This is an optimization exercise on Yosys and OpenROAD, whose aim is small area, a short achievable clock period and few clock cycles per item, not a production implementation. The RTL was checked by simulation tests, not by an equivalence proof against the original design. No activity file was given, so power comes from the tool's default toggle rates.

### design/flow/run.sh
#!/bin/bash
# synth_recipe.tcl (not shown) runs the flow's synth.tcl, then flattens the netlist and writes it again
# the make line also repeats each setting of config.mk as NAME=value (left out here)
make -C /OpenROAD-flow-scripts/flow DESIGN_CONFIG=/design/flow/config.mk WORK_HOME=/design/flow/orfs CLKGATE_MAP_FILE= SYNTH_SCRIPT=/design/flow/synth_recipe.tcl finish
### design/flow/config.mk
export PLATFORM = sky130hd
export DESIGN_NAME = ex_stage
export DESIGN_NICKNAME = ex_stage
export VERILOG_FILES = /design/flow/design.v
export SDC_FILE = /design/flow/constraint.sdc
export NUM_CORES = 4
export LEC_CHECK = 0
export CAP_MARGIN = 20
export CORE_MARGIN = 2
export CORE_UTILIZATION = 40
export SETUP_SLACK_MARGIN = 2
export SLEW_MARGIN = 20
### design/flow/constraint.sdc
create_clock -name core_clock -period 5.5 [get_ports {clk_i}]
set_input_delay 1.1000 -clock core_clock [delete_from_list [all_inputs] [get_ports {clk_i}]]
set_output_delay 1.1000 -clock core_clock [all_outputs]
set_load 0.01 [all_outputs]
### design/flow/design.v
package ex_pkg;
    localparam int unsigned XLEN          = 32;
    localparam int unsigned TRANS_ID_BITS = 3;
    typedef enum logic [3:0] {
        ADD = 4'd0,
        SUB = 4'd1,
        AND = 4'd2,
        OR  = 4'd3,
        XOR = 4'd4,
        SLL = 4'd5,
        SRL = 4'd6,
        SLT = 4'd7,
        MUL = 4'd8
    } fu_op_e;
    typedef struct packed {
        fu_op_e                   operator;
        logic [TRANS_ID_BITS-1:0] trans_id;
        logic [XLEN-1:0]          operand_a;
        logic [XLEN-1:0]          operand_b;
    } fu_data_t;
    typedef struct packed {
        logic [TRANS_ID_BITS-1:0] trans_id;
        logic [XLEN-1:0]          result;
    } wb_data_t;
endpackage
`timescale 1ns/1ps
module mul_step (
    input  logic [31:0] a_i,
    input  logic [3:0]  b_i,
    input  logic [31:0] s_i,
    input  logic [31:0] c_i,
    output logic [31:0] s_o,
    output logic [31:0] c_o
);
    logic [31:0] p0, p1, p2, p3;
    logic [31:0] s1, c1, s2, c2, s3, c3;
    assign p0 = b_i[0] ? a_i        : '0;
    assign p1 = b_i[1] ? (a_i << 1) : '0;
    assign p2 = b_i[2] ? (a_i << 2) : '0;
    assign p3 = b_i[3] ? (a_i << 3) : '0;
    csa32 csa1 (.x_i(s_i), .y_i(c_i), .z_i(p0), .s_o(s1), .c_o(c1));
    csa32 csa2 (.x_i(p1),  .y_i(p2),  .z_i(p3), .s_o(s2), .c_o(c2));
    csa32 csa3 (.x_i(s1),  .y_i(c1),  .z_i(s2), .s_o(s3), .c_o(c3));
    csa32 csa4 (.x_i(s3),  .y_i(c3),  .z_i(c2), .s_o(s_o), .c_o(c_o));
endmodule
module csa32 (
    input  logic [31:0] x_i,
    input  logic [31:0] y_i,
    input  logic [31:0] z_i,
    output logic [31:0] s_o,
    output logic [31:0] c_o
);
    logic [31:0] maj;
    assign s_o = x_i ^ y_i ^ z_i;
    assign maj = (x_i & y_i) | (x_i & z_i) | (y_i & z_i);
    assign c_o = {maj[30:0], 1'b0};
endmodule
module add16 (
    input  logic [15:0] a_i,
    input  logic [15:0] b_i,
    input  logic        c_i,
    output logic [15:0] s_o,
    output logic        c_o
);
    logic [15:0] p0, g0;
    logic [15:0] g [5];
    logic [15:0] p [5];
    always_comb begin
        p0 = a_i ^ b_i;
        g0 = a_i & b_i;
        g[0] = g0;
        p[0] = p0;
        g[0][0] = g0[0] | (p0[0] & c_i);
        for (int l = 0; l < 4; l++) begin
            for (int i = 0; i < 16; i++) begin
                if ((i >> l) & 1) begin
                    g[l+1][i] = g[l][i] | (p[l][i] & g[l][((i >> l) << l) - 1]);
                    p[l+1][i] = p[l][i] & p[l][((i >> l) << l) - 1];
                end else begin
                    g[l+1][i] = g[l][i];
                    p[l+1][i] = p[l][i];
                end
            end
        end
        s_o[0] = p0[0] ^ c_i;
        for (int i = 1; i < 16; i++) s_o[i] = p0[i] ^ g[4][i-1];
        c_o = g[4][15];
    end
endmodule
`timescale 1ns/1ps
module ex_stage (
    input  logic        clk_i,
    input  logic        rst_ni,
    input  logic        issue_req_i,
    input  logic [70:0] issue_data_i,
    output logic        issue_ack_o,
    output logic        wb_req_o,
    output logic [34:0] wb_data_o,
    input  logic        wb_ack_i
);
    logic [3:0]  in_op;
    logic [2:0]  in_id;
    logic [31:0] in_a, in_b;
    assign {in_op, in_id, in_a, in_b} = issue_data_i;
    logic        q_v, q_ph, q_cy;
    logic [2:0]  q_id;
    logic [31:0] q_a, q_b;
    logic        q_add, q_sub, q_slt, q_and, q_or, q_xor, q_sll, q_srl, q_mul;
    logic        s_v;
    logic [34:0] s_data;
    logic        m_busy, m_done;
    logic [2:0]  m_id;
    logic [31:0] m_a, m_b, m_s, m_c;
    logic [31:0] m_s_nxt, m_c_nxt;
    logic q_free, capture, load_slot, mul_start, mul_reload, step1;
    assign mul_start  = q_v && q_mul && (!m_busy || m_done);
    assign mul_reload = m_busy && m_done && (!q_v || q_mul);
    assign load_slot  = !s_v && q_v && q_ph && !q_mul;
    assign step1      = q_v && !q_ph;
    assign q_free     = !q_v || load_slot || mul_start;
    assign capture    = issue_req_i && !issue_ack_o && q_free && !mul_reload;
    logic [15:0] lo_sum;
    logic        lo_cy;
    logic [31:0] sh_in, sh1;
    add16 lo_add (.a_i(q_a[15:0]), .b_i(q_b[15:0]), .c_i(q_sub), .s_o(lo_sum), .c_o(lo_cy));
    always_comb begin
        for (int i = 0; i < 32; i++) sh_in[i] = q_sll ? q_a[31 - i] : q_a[i];
        sh1 = sh_in >> {q_b[4:2], 2'b00};
    end
    logic [15:0] hi_sum;
    logic        hi_cy;
    logic [31:0] sh2, sh2_rev, res;
    logic        lt;
    add16 hi_add (.a_i(q_a[31:16]), .b_i(q_b[31:16]), .c_i(q_cy), .s_o(hi_sum), .c_o(hi_cy));
    assign lt = (q_a[31] == q_b[31]) ? q_a[31] : hi_sum[15];
    always_comb begin
        sh2 = q_a >> q_b[1:0];
        for (int i = 0; i < 32; i++) sh2_rev[i] = sh2[31 - i];
        res = ({32{q_add}} & {hi_sum, q_b[15:0]})
            | ({32{q_and}} & (q_a & q_b))
            | ({32{q_or}}  & (q_a | q_b))
            | ({32{q_xor}} & (q_a ^ q_b))
            | ({32{q_srl}} & sh2)
            | ({32{q_sll}} & sh2_rev)
            | {31'd0, q_slt & lt};
    end
    always_ff @(posedge clk_i or negedge rst_ni) begin
        if (!rst_ni) begin
            issue_ack_o <= 1'b0;
            q_v         <= 1'b0;
            q_ph        <= 1'b0;
            s_v         <= 1'b0;
            wb_req_o    <= 1'b0;
            m_busy      <= 1'b0;
        end else begin
            issue_ack_o <= issue_ack_o ? issue_req_i : capture;
            q_v         <= capture || mul_reload || (q_v && !load_slot && !mul_start);
            q_ph        <= q_v && !q_free && !mul_reload;
            s_v         <= load_slot || (s_v && !(wb_req_o && wb_ack_i));
            wb_req_o    <= wb_req_o ? !wb_ack_i : (!wb_ack_i && (s_v || load_slot));
            m_busy      <= mul_start || (m_busy && !mul_reload);
        end
    end
    logic in_sub;
    assign in_sub = (in_op == 4'd1) || (in_op == 4'd7);
    always_ff @(posedge clk_i) begin
        if (mul_reload) begin
            q_id  <= m_id;
            q_a   <= m_s;
            q_b   <= m_c;
            {q_add, q_sub, q_slt, q_and, q_or, q_xor, q_sll, q_srl, q_mul} <= 9'b100000000;
        end else if (q_free) begin
            q_id  <= in_id;
            q_a   <= in_a;
            q_b   <= in_sub ? ~in_b : in_b;
            q_add <= (in_op == 4'd0) || (in_op == 4'd1);
            q_sub <= in_sub;
            q_slt <= (in_op == 4'd7);
            q_and <= (in_op == 4'd2);
            q_or  <= (in_op == 4'd3);
            q_xor <= (in_op == 4'd4);
            q_sll <= (in_op == 4'd5);
            q_srl <= (in_op == 4'd6);
            q_mul <= (in_op == 4'd8);
        end else if (step1) begin
            if (q_add || q_slt) {q_cy, q_b[15:0]} <= {lo_cy, lo_sum};
            if (q_sll || q_srl) q_a <= sh1;
        end
    end
    always_ff @(posedge clk_i) begin
        if (load_slot) s_data <= {q_id, res};
    end
    assign wb_data_o = s_data;
    mul_step step_i (
        .a_i  ( m_a      ),
        .b_i  ( m_b[3:0] ),
        .s_i  ( m_s      ),
        .c_i  ( m_c      ),
        .s_o  ( m_s_nxt  ),
        .c_o  ( m_c_nxt  )
    );
    always_ff @(posedge clk_i) begin
        if (mul_start) m_id <= q_id;
        m_a    <= mul_start ? q_a : (m_a << 4);
        m_b    <= mul_start ? q_b : (m_b >> 4);
        m_s    <= mul_start ? '0 : m_s_nxt;
        m_c    <= mul_start ? '0 : m_c_nxt;
        m_done <= mul_start ? (q_b == '0) : (m_b[31:4] == '0);
    end
endmodule
==> results of run 1 <==
-- state kept, by name (all words and copies together) (netlist names), 29 cells and up --
name and cells:
q_b 32, s_data 35, m_a 32, m_c 29, m_b 32, q_a 32
m_s 32
-- synth_stat cells, types with 3 or more instances --
library cell and count:
sky130_fd_sc_hd__o2111ai_1 19, sky130_fd_sc_hd__nand3b_1 4, sky130_fd_sc_hd__o21ai_1 3, sky130_fd_sc_hd__and3_1 9, sky130_fd_sc_hd__dfrtp_1 6, sky130_fd_sc_hd__a221o_1 14
sky130_fd_sc_hd__a21oi_1 50, sky130_fd_sc_hd__nand4_1 5, sky130_fd_sc_hd__a211o_1 5, sky130_fd_sc_hd__a22oi_1 44, sky130_fd_sc_hd__o22ai_1 22, sky130_fd_sc_hd__nand2_1 113
sky130_fd_sc_hd__o21a_1 3, sky130_fd_sc_hd__o221ai_1 5, sky130_fd_sc_hd__mux2_2 57, sky130_fd_sc_hd__mux2i_1 17, sky130_fd_sc_hd__o21ai_0 78, sky130_fd_sc_hd__nand3_1 12
sky130_fd_sc_hd__xnor2_1 15, sky130_fd_sc_hd__a22o_1 4, sky130_fd_sc_hd__inv_1 204, sky130_fd_sc_hd__edfxtp_1 106, sky130_fd_sc_hd__buf_1 14, sky130_fd_sc_hd__a221oi_1 10
sky130_fd_sc_hd__buf_2 9, sky130_fd_sc_hd__nand2b_1 8, sky130_fd_sc_hd__nor3_1 9, sky130_fd_sc_hd__dfxtp_1 135, sky130_fd_sc_hd__fa_1 124, sky130_fd_sc_hd__ha_1 69
sky130_fd_sc_hd__nor2_1 56, sky130_fd_sc_hd__o211ai_1 6, sky130_fd_sc_hd__a21o_1 9, sky130_fd_sc_hd__clkbuf_1 66, sky130_fd_sc_hd__mux4_2 53, sky130_fd_sc_hd__nor2b_1 64
sky130_fd_sc_hd__xor2_1 38, sky130_fd_sc_hd__and2_1 126, sky130_fd_sc_hd__nor4_1 14
-- cell usage in the layout, fill, tap and decap left out, drive strengths merged, types with 10 or more instances in the layout --
master	synthesis	final
nand2	113	113
a22oi	44	44
fa	124	124
clkbuf	66	41
a221oi	10	10
a221o	14	14
a21oi	50	50
clkdlybuf4s50	0	111
o21ai	81	81
o22ai	22	22
o2111ai	19	19
ha	69	69
edfxtp	106	106
xor2	38	38
mux2i	17	17
mux2	57	57
dfxtp	135	135
nand3	13	13
buf	26	24
nor2	56	56
xnor2	15	15
nor2b	64	64
inv	206	207
and2	126	126
mux4	53	53
nor4	14	14
-- cells by family after synthesis --
group | Yosys count | share of synthesized area, %
flops | 247 | 35.0
mux | 127 | 11.6
buf+inv | 298 | 6.64
fa+ha+maj | 193 | 19.4
simple gates | 429 | 13.1
xor+xnor | 53 | 2.69
compound gates | 294 | 11.5
-- power groups by stage --
stage / sequential (mW) / combinational (mW) / clock, mW
after floorplan: 3.49 / 4.13 / 0
after global placement: 4.09 / 5.71 / 0
after detailed placement: 4.09 / 5.80 / 0
after CTS: 4.06 / 5.86 / 2.05
after global routing: 4.13 / 6.57 / 2.13
final: 4.07 / 6.00 / 2.02
-- worst min-delay path by stage --
stage	end	slack, ns	from	cells after the start
after detailed placement	s_data[33]$_DFFE_PP_	0.43	q_id[1]$_DFFE_PN_	0
after global routing	s_data[33]$_DFFE_PP_	0.47	q_id[1]$_DFFE_PN_	0
after global placement	m_id[0]$_DFFE_PP_	0.44	q_id[0]$_DFFE_PN_	0
final	m_id[1]$_DFFE_PP_	0.45	q_id[1]$_DFFE_PN_	0
after CTS	m_id[1]$_DFFE_PP_	0.46	q_id[1]$_DFFE_PN_	0
after floorplan	m_id[0]$_DFFE_PP_	0.42	q_id[0]$_DFFE_PN_	0
-- repair_timing --
item                                    4_1_cts  5_1_grt
endpoints found under the setup margin        7        5
cloned                                        1        0
buffers inserted                              1        2
gates resized for setup                       2        4
-- per-stage QoR --
step	instances	utilization, %
floorplan	1641	-
global placement	2225	44.0
detailed placement	2226	44.0
CTS	2282	46.4
global route	2285	46.5
finish	2286	46.5
-- critical path, cell delays in order, from the launching register on --
cell                       delay, ns
sky130_fd_sc_hd__edfxtp_1       0.54
sky130_fd_sc_hd__buf_4          0.45
sky130_fd_sc_hd__inv_1          0.15
sky130_fd_sc_hd__ha_1           0.37
sky130_fd_sc_hd__a211oi_2       0.26
sky130_fd_sc_hd__o21ai_1        0.14
sky130_fd_sc_hd__nand3_2        0.14
sky130_fd_sc_hd__o31ai_4        0.11
sky130_fd_sc_hd__a311o_1        0.42
sky130_fd_sc_hd__or4b_1         0.48
sky130_fd_sc_hd__nand3_1        0.09
-- layout make-up --
class	instances	area, um^2
Clock inverter	13	151
Tap cell	546	683
Timing Repair Buffer	135	1320
Clock buffer	41	842
Multi-Input combinational cell	1096	10100
Fill cell	3965	22900
Antenna cell	1	2.50
Timing Repair inverter	1	5.00
Sequential cell	247	6040
Inverter	206	777
-- per-layer routing --
layer / up-vias / track usage [%]
met5: - / 0
met4: 0 / 9.11
met3: 99 / 4.95
met2: 594 / 39.9
met1: 6503 / 33.1
li1: 5807 / -
==> flow_summary.rst, run 1 <==
.. list-table::
   :header-rows: 1

   * - Metric
     - Value
   * - Run status
     - timing/DRC/antenna clean
   * - Via count of the first global-routing pass
     - 13.2k
   * - Nature of the critical path startpoint
     - register
   * - Clock Root Buffer
     - sky130_fd_sc_hd__clkbuf_16
   * - Arrival time of data at the critical path endpoint
     - 3.72 ns
   * - Final number of setup-violating endpoints
     - 0
   * - Register share of total power
     - 33.7%
   * - Placed wire-length estimate
     - 39.8 mm
   * - Number of violations of the max-capacitance limit
     - 0
   * - Total via count after detailed routing
     - 13.0k
   * - Library cell with the largest summed area after synthesis
     - sky130_fd_sc_hd__edfxtp_1
   * - Crit path capture type
     - register
   * - Post-route setup TNS
     - 0 ns
   * - Initial DRT Pass Iterations
     - 6
   * - Worst reg2reg setup slack
     - 2.21 ns
   * - Starting Density
     - 40.3%
   * - Worst r2r dst
     - q_b[15]$_DFFE_PP_
   * - Clock Sink Count
     - 247
   * - Routed met1 length
     - 22.5 mm
   * - Biggest fanout along the worst timing path
     - 36
   * - X dimension of the die
     - 212 um
   * - # IOs
     - 112
   * - VDD IR-drop max
     - 0.295 mV
   * - Timing endpoint of the critical path
     - q_b[15]$_DFFE_PP_
   * - Pre-CTS setup slack
     - 1.81 ns
   * - Share of power burned in combinational logic
     - 49.6%
   * - Number of distinct library cells after synthesis
     - 68
   * - Grt total ovfl
     - 0
   * - Overall fraction of global-route tracks in use
     - 24.8%
   * - Vertical die dimension
     - 212 um
   * - Final net count
     - 1984
   * - DR iter-0 viols
     - 1308
   * - Post-layout total power
     - 12.1 mW
   * - WL met3
     - 4.61 mm
   * - Setup slack of the critical path after layout
     - 2.21 ns
   * - Share of the clock period used by the worst path
     - 59.8%
   * - Remaining number of nets flagged by the antenna check after routing
     - 0
   * - Wire length of the first global-routing pass
     - 82.8 mm
   * - Fin crit period
     - 3.29 ns
   * - Fraction of power spent switching nets
     - 44.8%
   * - Number of antenna violations at the first check in global routing
     - 2
   * - Final count of pins violating max slew
     - 0
   * - Depth of the worst register-to-register path
     - 10
   * - Std-Cell Core Area
     - 42800 um^2
   * - Pin count of the biggest net entering global routing
     - 68
   * - Worst-case clock buffer depth
     - 3
   * - Sw power
     - 5.42 mW
   * - Tightest Pin Transition
     - 0.902 ns
   * - EDFF count, synth
     - 106
   * - Clock-pin slew reported for the worst setup and hold paths after clock tree synthesis
     - 0.06 ns
   * - Power Density
     - 607 nW/um^2
   * - Area Growth Syn to Fin
     - 15.5%
   * - Critical Path RT
     - 5.93 ns
   * - Via count normalized by instance count
     - 5.69
   * - Total Die Area
     - 44700 um^2
   * - Residual DRC
     - 0
   * - Achievable frequency
     - 304 MHz
   * - Clock latency on the worst-skew pair
     - 0.56 ns
   * - Post-synthesis area per instance
     - 10.5 um^2
   * - Lkg Pwr
     - 8.38 nW
   * - Share of the synthesized area in the top cell type
     - 18.5%
   * - PortBufs
     - 111
   * - Top routing layer in use
     - met4
   * - Fraction of power consumed by the clock network
     - 16.7%
   * - Share of cells above drive strength 1
     - 11.5%
   * - Cts bufs inserted
     - 29
   * - Sequential fraction of the synthesis area
     - 35.0%
   * - Most frequently used flop master after synthesis
     - sky130_fd_sc_hd__dfxtp_1
   * - Number of cell rows
     - 76
   * - Total number of H-tree levels
     - 1
   * - Number of storage elements in the synthesis netlist
     - 247
   * - Final Hold Fails
     - 0
   * - Instance area after placement
     - 18800 um^2
   * - Area of all placed cells without fillers
     - 19900 um^2
   * - Wire per inst
     - 23.8 um
   * - Min-Delay Path Class
     - register to register
   * - Number of buffers added to fix hold violations after cts
     - 0
   * - Ys async rst share
     - 2.43%
   * - Final Hold Slack
     - 0.451 ns
   * - Worst R2R Start
     - q_b[2]$_SDFFCE_PP0P_
   * - Setup skew after layout
     - 0.00615 ns
   * - Launching element of the worst setup path
     - q_b[2]$_SDFFCE_PP0P_
   * - Worst setup path class
     - register to register
   * - Biggest area contributors in the synthesized netlist
     - sky130_fd_sc_hd__edfxtp_1, sky130_fd_sc_hd__dfxtp_1, sky130_fd_sc_hd__fa_1, sky130_fd_sc_hd__mux4_2, sky130_fd_sc_hd__ha_1
   * - Instance count of the mapped netlist
     - 1641
   * - Yosys warning total
     - 4
   * - Routability congestion estimate
     - 0.968
   * - Max_slew headroom
     - 39.6%
   * - Combined area of all synthesized cells
     - 17200 um^2
   * - Int Power
     - 6.67 mW
   * - Met2 routed wirelength
     - 25.3 mm
   * - TritonCTS clock tree
     - done
   * - Setup repair after global routing missed its margin
     - no
   * - Total Wirelength
     - 54.4 mm
   * - Synthesized Nets
     - 1909
Testbench counts, summed over its fixed seeds: cycles 7,015, ops 2,400.
==> run 2: changes to the inputs <==
--- a/design/flow/config.mk
+++ b/design/flow/config.mk
@@ -10,3 +10,3 @@
 export CORE_UTILIZATION = 40
-export SETUP_SLACK_MARGIN = 2
+export SETUP_SLACK_MARGIN = 2.7
 export SLEW_MARGIN = 20
==> flow_summary.rst, run 2 <==
.. list-table::
   :header-rows: 1

   * - Metric
     - Value
   * - Run status
     - timing/DRC/antenna clean
   * - Std-Cell Core Area
     - 42800 um^2
   * - Count of inserted antenna diode cells
     - 0
   * - Ys async rst share
     - 2.43%
   * - Number of cell rows
     - 76
   * - Share of cells above drive strength 1
     - 15.4%
   * - Pin count of the biggest net entering global routing
     - 65
   * - Depth of the worst register-to-register path
     - 11
   * - Number of distinct library cells after synthesis
     - 68
   * - Number of flip-flops in the largest register
     - 35
   * - Library cell with the largest summed area after synthesis
     - sky130_fd_sc_hd__edfxtp_1
   * - Achievable frequency
     - 340 MHz
   * - Total buffers and inverters traversed by the critical path
     - 2
   * - Total number of H-tree levels
     - 1
   * - Sink of the worst hold path
     - s_data[32]$_DFFE_PP_
   * - DR iter-0 viols
     - 1473
   * - Overall fraction of global-route tracks in use
     - 25.2%
   * - Register share of total power
     - 30.9%
   * - Lkg Pwr
     - 8.67 nW
   * - Yosys warning total
     - 4
   * - CP dominant cell by count
     - sky130_fd_sc_hd__fa_2
   * - Sequential fraction of the synthesis area
     - 35.0%
   * - Critical Path RT
     - 5.77 ns
   * - Fin crit period
     - 2.94 ns
   * - Critical Path, Cell by Cell
     - fa_2 > inv_2 > fa_2 > nor2b_2 > o31a_1 > o41ai_4 > buf_4 > o211ai_1 > a31oi_2 > xor2_1 > o2111ai_1
   * - Setup skew after layout
     - 0.0218 ns
   * - Biggest fanout along the worst timing path
     - 3
   * - Residual DRC
     - 0
   * - Category of cells accounting for the largest share of critical-path delay
     - compound AO/OA/AOI/OAI gates
   * - Max_slew headroom
     - 28.4%
   * - Routability congestion estimate
     - 0.949
   * - Worst-case clock buffer depth
     - 3
   * - Setup repair after global routing missed its margin
     - yes
   * - X dimension of the die
     - 212 um
   * - Number of storage elements in the synthesis netlist
     - 247
   * - Placed wire-length estimate
     - 40.3 mm
   * - Final net count
     - 2035
   * - Remaining number of nets flagged by the antenna check after routing
     - 0
   * - Share of the synthesized area in the top cell type
     - 18.5%
   * - Via count of the first global-routing pass
     - 13.3k
   * - Number of buffers added to fix hold violations after cts
     - 0
   * - Leading cell types in the layout, fill and taps excluded
     - sky130_fd_sc_hd__inv_1, sky130_fd_sc_hd__dfxtp_1, sky130_fd_sc_hd__and2_1, sky130_fd_sc_hd__fa_1, sky130_fd_sc_hd__nand2_1
   * - Cts bufs inserted
     - 29
   * - Final Hold Fails
     - 0
   * - Final core utilization
     - 47.8%
   * - Area Growth Syn to Fin
     - 18.8%
   * - Wire length of the first global-routing pass
     - 84.1 mm
   * - Sw power
     - 5.63 mW
   * - Wire per inst
     - 23.9 um
   * - Clock Root Buffer
     - sky130_fd_sc_hd__clkbuf_16
   * - Post-synthesis area per instance
     - 10.5 um^2
   * - Share of the clock period used by the worst path
     - 53.5%
   * - Grt total ovfl
     - 0
   * - Crit path capture type
     - register
   * - Initial DRT Pass Iterations
     - 5
   * - Tightest Pin Transition
     - 1.07 ns
   * - Biggest area contributors in the synthesized netlist
     - sky130_fd_sc_hd__edfxtp_1, sky130_fd_sc_hd__dfxtp_1, sky130_fd_sc_hd__fa_1, sky130_fd_sc_hd__mux4_2, sky130_fd_sc_hd__ha_1
   * - Starting Density
     - 40.3%
   * - Slowest cell delay on critical path
     - 0.48 ns
   * - Number of violations of the max-capacitance limit
     - 0
   * - Final count of pins violating max slew
     - 0
   * - Clock Sink Count
     - 247
   * - # IOs
     - 112
   * - Total Die Area
     - 44700 um^2
   * - Instance count of the mapped netlist
     - 1641
   * - Fraction of power consumed by the clock network
     - 16.3%
   * - Worst reg2reg setup slack
     - 2.56 ns
   * - Worst Min Path Start
     - q_id[0]$_DFFE_PN_
   * - Total via count after detailed routing
     - 13.4k
   * - Most frequent cells after synthesis
     - sky130_fd_sc_hd__inv_1, sky130_fd_sc_hd__dfxtp_1, sky130_fd_sc_hd__and2_1, sky130_fd_sc_hd__fa_1, sky130_fd_sc_hd__nand2_1
   * - Worst r2r dst
     - s_data[31]$_DFFE_PP_
   * - PortBufs
     - 111
   * - Leading cell type in the layout, fill and taps excluded
     - sky130_fd_sc_hd__inv_1
   * - Library cell with the highest instance count after synthesis
     - sky130_fd_sc_hd__inv_1
   * - Power Density
     - 620 nW/um^2
   * - Arrival time of data at the critical path endpoint
     - 3.21 ns
   * - Nature of the critical path startpoint
     - register
   * - Synthesized Nets
     - 1909
   * - Combined area of all synthesized cells
     - 17200 um^2
   * - Slowest CP cell
     - sky130_fd_sc_hd__edfxtp_1
   * - TritonCTS clock tree
     - done
   * - Final number of setup-violating endpoints
     - 0
   * - Number of antenna violations at the first check in global routing
     - 0
   * - Vertical die dimension
     - 212 um
   * - Most frequently used flop master after synthesis
     - sky130_fd_sc_hd__dfxtp_1
   * - Total Wirelength
     - 55.9 mm
   * - Worst setup path class
     - register to register
   * - Min-Delay Path Class
     - register to register
   * - Worst hold path stage count
     - 0
   * - Post-route setup TNS
     - 0 ns
   * - Fill count
     - 3900
   * - Logic depth of the worst setup path including buffers
     - 11
   * - EDFF count, synth
     - 106
   * - Clock latency on the worst-skew pair
     - 0.57 ns
   * - Clock-pin slew reported for the worst setup and hold paths after clock tree synthesis
     - 0.06 ns
   * - Share of power burned in combinational logic
     - 52.8%
   * - Biggest register
     - s_data
   * - Via count normalized by instance count
     - 5.74
   * - Fraction of power spent switching nets
     - 44.3%
   * - Worst R2R Start
     - q_cy$_DFFE_PP_
   * - VDD IR-drop max
     - 0.379 mV
   * - Int Power
     - 7.06 mW
run 2: cell counts after synthesis:
Identical to the previous run, type by type.
run 2: area by class of cell:
type / count / area [um^2] / area share, %
Clock inverter: 18 / 189 / 0.923
Multi-Input combinational cell: 1096 / 10200 / 49.6
Timing Repair Buffer: 186 / 1740 / 8.50
Inverter: 206 / 790 / 3.86
Timing Repair inverter: 1 / 5.00 / 0.0244
Sequential cell: 247 / 6050 / 29.5
Tap cell: 546 / 683 / 3.34
Clock buffer: 36 / 856 / 4.18
run 2: worst max-delay path by stage:
| stage | end | slack [ns] | start |
|---|---|---|---|
| floorplan | q_b[15]$_DFFE_PP_ | 2.65 | q_b[0]$_SDFFCE_PP0P_ |
| global placement | q_b[11]$_DFFE_PP_ | 1.88 | issue_data_i[68] |
| detailed placement | q_b[11]$_DFFE_PP_ | 1.81 | issue_data_i[68] |
| CTS | s_data[31]$_DFFE_PP_ | 2.56 | q_b[16]$_DFFE_PN_ |
| global route | s_data[31]$_DFFE_PP_ | 2.40 | q_b[16]$_DFFE_PN_ |
| finish | s_data[31]$_DFFE_PP_ | 2.56 | q_cy$_DFFE_PP_ |
run 2: cell families (layout without fill, tap and decap cells):
logic type / Yosys count / in the layout / synth area share [%]
AND/OR/NAND/NOR: 429 / 429 / 13.1
buffers and inverters: 298 / 447 / 6.64
AO/OA/AOI/OAI: 294 / 294 / 11.5
flip-flops: 247 / 247 / 35.0
adder cells (fa/ha/maj): 193 / 193 / 19.4
multiplexers: 127 / 127 / 11.6
XOR/XNOR: 53 / 53 / 2.69
run 2: metrics by stage:
step / hold WS [ns] / area [um^2] / cells / total power, mW / setup slack [ns]
2_1_floorplan: 0.421 / 17300 / 1641 / 7.67 / 2.65
3_3_place_gp: 0.433 / 18800 / 2227 / 9.86 / 1.88
3_5_place_dp: 0.448 / 18800 / 2227 / 9.92 / 1.81
4_1_cts: 0.455 / 20200 / 2309 / 12.3 / 2.56
5_1_grt: 0.466 / 20500 / 2336 / 13.4 / 2.40
6_report: 0.451 / 20500 / 2336 / 12.7 / 2.56
run 2: worst reg2reg max path: stages (launching register included):
cell	delay, ns
sky130_fd_sc_hd__edfxtp_1	0.48
sky130_fd_sc_hd__fa_2	0.42
sky130_fd_sc_hd__inv_2	0.06
sky130_fd_sc_hd__fa_2	0.21
sky130_fd_sc_hd__nor2b_2	0.05
sky130_fd_sc_hd__o31a_1	0.29
sky130_fd_sc_hd__o41ai_4	0.28
sky130_fd_sc_hd__buf_4	0.18
sky130_fd_sc_hd__o211ai_1	0.12
sky130_fd_sc_hd__a31oi_2	0.29
sky130_fd_sc_hd__xor2_1	0.17
sky130_fd_sc_hd__o2111ai_1	0.11
run 2: repair_timing:
action / CTS / global route
pin swaps: 5 / 6
setup buffers: 26 / 27
endpoints found under the setup margin: 102 / 29
gates cloned: 2 / 0
resized for setup: 17 / 31
run 2: power by group through the flow:
stage	Combinational (mW)	Clock (mW)	Sequential, mW
after global placement	5.78	0	4.08
after CTS	6.27	2.11	3.95
after global routing	7.26	2.18	3.98
after floorplan	4.18	0	3.49
after detailed placement	5.83	0	4.09
final	6.70	2.07	3.92
run 2: per-layer routing:
metal  GRT usage [%]  routed length [um]  vias to the layer above
li1                -                   -                     5912
met5               0                   0                        -
met2            40.1               25800                      664
met4            9.93                2270                        0
met1            34.0               23400                     6712
met3            4.98                4510                      130
==> run 3: changes to the inputs <==
--- a/design/flow/config.mk
+++ b/design/flow/config.mk
@@ -9,3 +9,4 @@
 export CORE_MARGIN = 2
-export CORE_UTILIZATION = 40
+export CORE_UTILIZATION = 60
+export PLACE_DENSITY = 0.75
 export SETUP_SLACK_MARGIN = 2.7
==> flow_summary.rst, run 3 <==
.. list-table::
   :header-rows: 1

   * - Metric
     - Value
   * - Leading cell type in the layout, fill and taps excluded
     - sky130_fd_sc_hd__inv_1
   * - Biggest fanout along the worst timing path
     - 4
   * - Arrival time of data at the critical path endpoint
     - 3.23 ns
   * - Initial DRT Pass Iterations
     - 6
   * - Number of flip-flops in the largest register
     - 35
   * - Critical Path RT
     - 5.76 ns
   * - Leading cell types in the layout, fill and taps excluded
     - sky130_fd_sc_hd__inv_1, sky130_fd_sc_hd__dfxtp_1, sky130_fd_sc_hd__and2_1, sky130_fd_sc_hd__fa_1, sky130_fd_sc_hd__nand2_1
   * - Lkg Pwr
     - 8.58 nW
   * - Residual DRC
     - 0
   * - Biggest register
     - s_data
   * - Total number of H-tree levels
     - 1
   * - PortBufs
     - 111
   * - Total Wirelength
     - 53.6 mm
   * - Largest family of logic cells by synthesized area
     - adder cells
   * - # IOs
     - 112
   * - Remaining number of nets flagged by the antenna check after routing
     - 0
   * - Total via count after detailed routing
     - 13.6k
   * - Number of storage elements in the synthesis netlist
     - 247
   * - Clock-pin slew reported for the worst setup and hold paths after clock tree synthesis
     - 0.06 ns
   * - Final number of setup-violating endpoints
     - 0
   * - Ys async rst share
     - 2.43%
   * - Most frequently used flop master after synthesis
     - sky130_fd_sc_hd__dfxtp_1
   * - DR iter-0 viols
     - 1633
   * - Tightest Pin Transition
     - 0.946 ns
   * - Most frequent cells after synthesis
     - sky130_fd_sc_hd__inv_1, sky130_fd_sc_hd__dfxtp_1, sky130_fd_sc_hd__and2_1, sky130_fd_sc_hd__fa_1, sky130_fd_sc_hd__nand2_1
   * - Achievable frequency
     - 337 MHz
   * - Overall fraction of global-route tracks in use
     - 36.1%
   * - Number of antenna violations at the first check in global routing
     - 0
   * - Clock latency on the worst-skew pair
     - 0.55 ns
   * - Pin count of the biggest net entering global routing
     - 81
   * - Library cell with the highest instance count after synthesis
     - sky130_fd_sc_hd__inv_1
   * - Via count of the first global-routing pass
     - 13.8k
   * - Power Density
     - 617 nW/um^2
   * - Wire length of the first global-routing pass
     - 82.1 mm
   * - Std-Cell Core Area
     - 28500 um^2
   * - Share of cells above drive strength 1
     - 14.5%
   * - Crit path capture type
     - register
   * - Placed wire-length estimate
     - 37.7 mm
   * - Share of the clock period used by the worst path
     - 54.0%
   * - Fraction of the mapped netlist area in compound gates
     - 11.5%
   * - EDFF count, synth
     - 106
   * - Instance count of the mapped netlist
     - 1641
   * - Instance area after placement
     - 18600 um^2
   * - Worst setup path class
     - register to register
   * - Post-synthesis simple-gate area fraction
     - 13.1%
   * - Final Hold Fails
     - 0
   * - Via count normalized by instance count
     - 6.25
   * - Worst-case clock buffer depth
     - 3
   * - Max_slew headroom
     - 36.8%
   * - Setup repair after global routing missed its margin
     - yes
   * - Area of all placed cells without fillers
     - 20100 um^2
   * - Number of distinct library cells after synthesis
     - 68
   * - Cts bufs inserted
     - 28
   * - VDD IR-drop max
     - 0.453 mV
   * - Grt total ovfl
     - 0
   * - X dimension of the die
     - 173 um
   * - Final core utilization
     - 70.5%
   * - Min-Delay Path Class
     - register to register
   * - Combined area of all synthesized cells
     - 17200 um^2
   * - Biggest area contributors in the synthesized netlist
     - sky130_fd_sc_hd__edfxtp_1, sky130_fd_sc_hd__dfxtp_1, sky130_fd_sc_hd__fa_1, sky130_fd_sc_hd__mux4_2, sky130_fd_sc_hd__ha_1
   * - Wire per inst
     - 24.7 um
   * - Routability congestion estimate
     - 0.983
   * - Sequential fraction of the synthesis area
     - 35.0%
   * - Portion of netlist area occupied by mux cells
     - 11.6%
   * - Yosys warning total
     - 4
   * - Share of the synthesized area in the top cell type
     - 18.5%
   * - Post-synthesis area per instance
     - 10.5 um^2
   * - Number of violations of the max-capacitance limit
     - 0
   * - Library cell with the largest summed area after synthesis
     - sky130_fd_sc_hd__edfxtp_1
   * - Area Growth Syn to Fin
     - 16.4%
   * - Synthesized Nets
     - 1909
   * - Nature of the critical path startpoint
     - register
   * - Number of cell rows
     - 62
   * - Post-route setup TNS
     - 0 ns
   * - Total Die Area
     - 30100 um^2
   * - Starting Density
     - 60.5%
   * - Adder and majority gate portion of the synthesized area
     - 19.4%
   * - Run status
     - timing/DRC/antenna clean
   * - XOR/XNOR share of the synthesized area
     - 2.69%
   * - Final count of pins violating max slew
     - 0
   * - Worst hold path stage count
     - 0
   * - Fin crit period
     - 2.97 ns
   * - Clock Sink Count
     - 247
   * - Count of inserted antenna diode cells
     - 0
   * - Final net count
     - 2031
   * - Vertical die dimension
     - 173 um
   * - TritonCTS clock tree
     - done
   * - Depth of the worst register-to-register path
     - 10
   * - Setup skew after layout
     - 0.0133 ns
   * - Clock Root Buffer
     - sky130_fd_sc_hd__clkbuf_16
-- run 3: what timing repair did --
item / in CTS / in global routing
endpoints found under the hold margin: 0 / 0
setup buffers: 22 / 31
endpoints found under the setup margin: 98 / 24
pin swaps: 9 / 6
hold buffers: 0 / 0
resized for setup: 21 / 15
cloned: 2 / 0
-- run 3: area by class of cell --
type / instances / area (um^2)
tap: 384 / 480
fill: 2176 / 8410
sequential: 247 / 6050
inverter: 206 / 791
clock inverter: 13 / 120
clock buffer: 39 / 773
multi-input combinational: 1096 / 10100
timing repair inverter: 1 / 5.00
timing repair buffer: 183 / 1710
-- run 3: cell families (layout without fill, tap and decap cells) --
| kind of cell | count (synthesis) | count (layout) |
|---|---|---|
| AO/OA/AOI/OAI | 294 | 294 |
| AND/OR/NAND/NOR | 429 | 429 |
| multiplexers | 127 | 127 |
| flip-flops | 247 | 247 |
| adder cells (fa/ha/maj) | 193 | 193 |
| buffers and inverters | 298 | 442 |
| XOR/XNOR | 53 | 53 |
-- run 3: final timing paths --
check | from | endpoint | slack, ns
hold reg to reg | q_id[0]$_DFFE_PN_ | m_id[0]$_DFFE_PP_ | 0.46
setup / recovery | q_a[16]$_DFFE_PP_ | s_data[31]$_DFFE_PP_ | 2.53
setup reg to reg | q_a[16]$_DFFE_PP_ | s_data[31]$_DFFE_PP_ | 2.53
hold / removal | q_id[0]$_DFFE_PN_ | m_id[0]$_DFFE_PP_ | 0.46
min in group asynchronous | rst_ni | issue_ack_o$_DFF_PN0_ | 0.83
max in group asynchronous | rst_ni | s_v$_DFF_PN0_ | 4.41
-- run 3: per-layer routing --
metal	part of all wire (%)	vias up	GRT usage, %
met5	0.090	-	1.12
met4	5.3	2	16.7
met3	10	193	7.17
met2	47	780	58.1
met1	38	6697	47.3
li1	-	5888	-
-- run 3: power breakdown --
group	internal (mW)	leakage, nW	total [mW]	switching (mW)
registers	2.92	2.21	3.91	1.00
clock network	1.07	0.437	1.84	0.769
logic	2.88	5.93	6.62	3.74
total	6.87	8.58	12.4	5.51
-- run 3: worst max-delay path, stage by stage (launching register included) --
cell and delay, ns:
sky130_fd_sc_hd__edfxtp_1 0.48, sky130_fd_sc_hd__fa_2 0.39, sky130_fd_sc_hd__inv_2 0.06, sky130_fd_sc_hd__fa_2 0.20, sky130_fd_sc_hd__nor2b_1 0.06, sky130_fd_sc_hd__o31a_1 0.30, sky130_fd_sc_hd__o41ai_4 0.36, sky130_fd_sc_hd__o211ai_1 0.21
sky130_fd_sc_hd__a31oi_2 0.30, sky130_fd_sc_hd__xor2_1 0.17, sky130_fd_sc_hd__o2111ai_1 0.13
-- run 3: metrics by stage --
stage | instances | setup slack [ns] | hold WS, ns | power [mW]
2_1_floorplan | 1641 | 2.65 | 0.421 | 7.67
3_3_place_gp | 2062 | 1.97 | 0.428 | 9.64
3_5_place_dp | 2062 | 1.86 | 0.449 | 9.80
4_1_cts | 2138 | 2.61 | 0.460 | 12.0
5_1_grt | 2169 | 2.41 | 0.475 | 13.0
6_report | 2169 | 2.53 | 0.460 | 12.4

==> afterwards: timing with drivers on the ports <==
In the flow no input, the clock included, has a driving cell. The finished layouts below were timed again as built, in two steps. Step 1 sets driving cells, clkbuf_16 on the clock port and buf_2 on the other inputs (assumed; they add their load-dependent delay and slew). Step 2, shift: input delay + t, output delay - t, t = (earliest + latest rising clock arrival at the registers) / 2. This alone moves slack from input paths to output paths. a / b / c = no drivers / after step 1 / after step 2; a / b = the first two.
| run | t, ns | slack for setup (ns) | hold slack, ns |
|---|---|---|---|
| run 1 | 0.615 | 2.210 / 2.210 / 2.017 | 0.451 / 0.451 / 0.451 |
| run 2 | 0.607 | 2.557 / 2.557 / 2.483 | 0.451 / 0.451 / 0.451 |
| run 3 | 0.601 | 2.531 / 2.531 / 2.481 | 0.460 / 0.460 / 0.460 |
After both steps setup and hold are still met in every run listed. For run 1, which loses most, drivers alone change the setup slack by 0.000 ns; drivers and shift together by -0.193 ns.
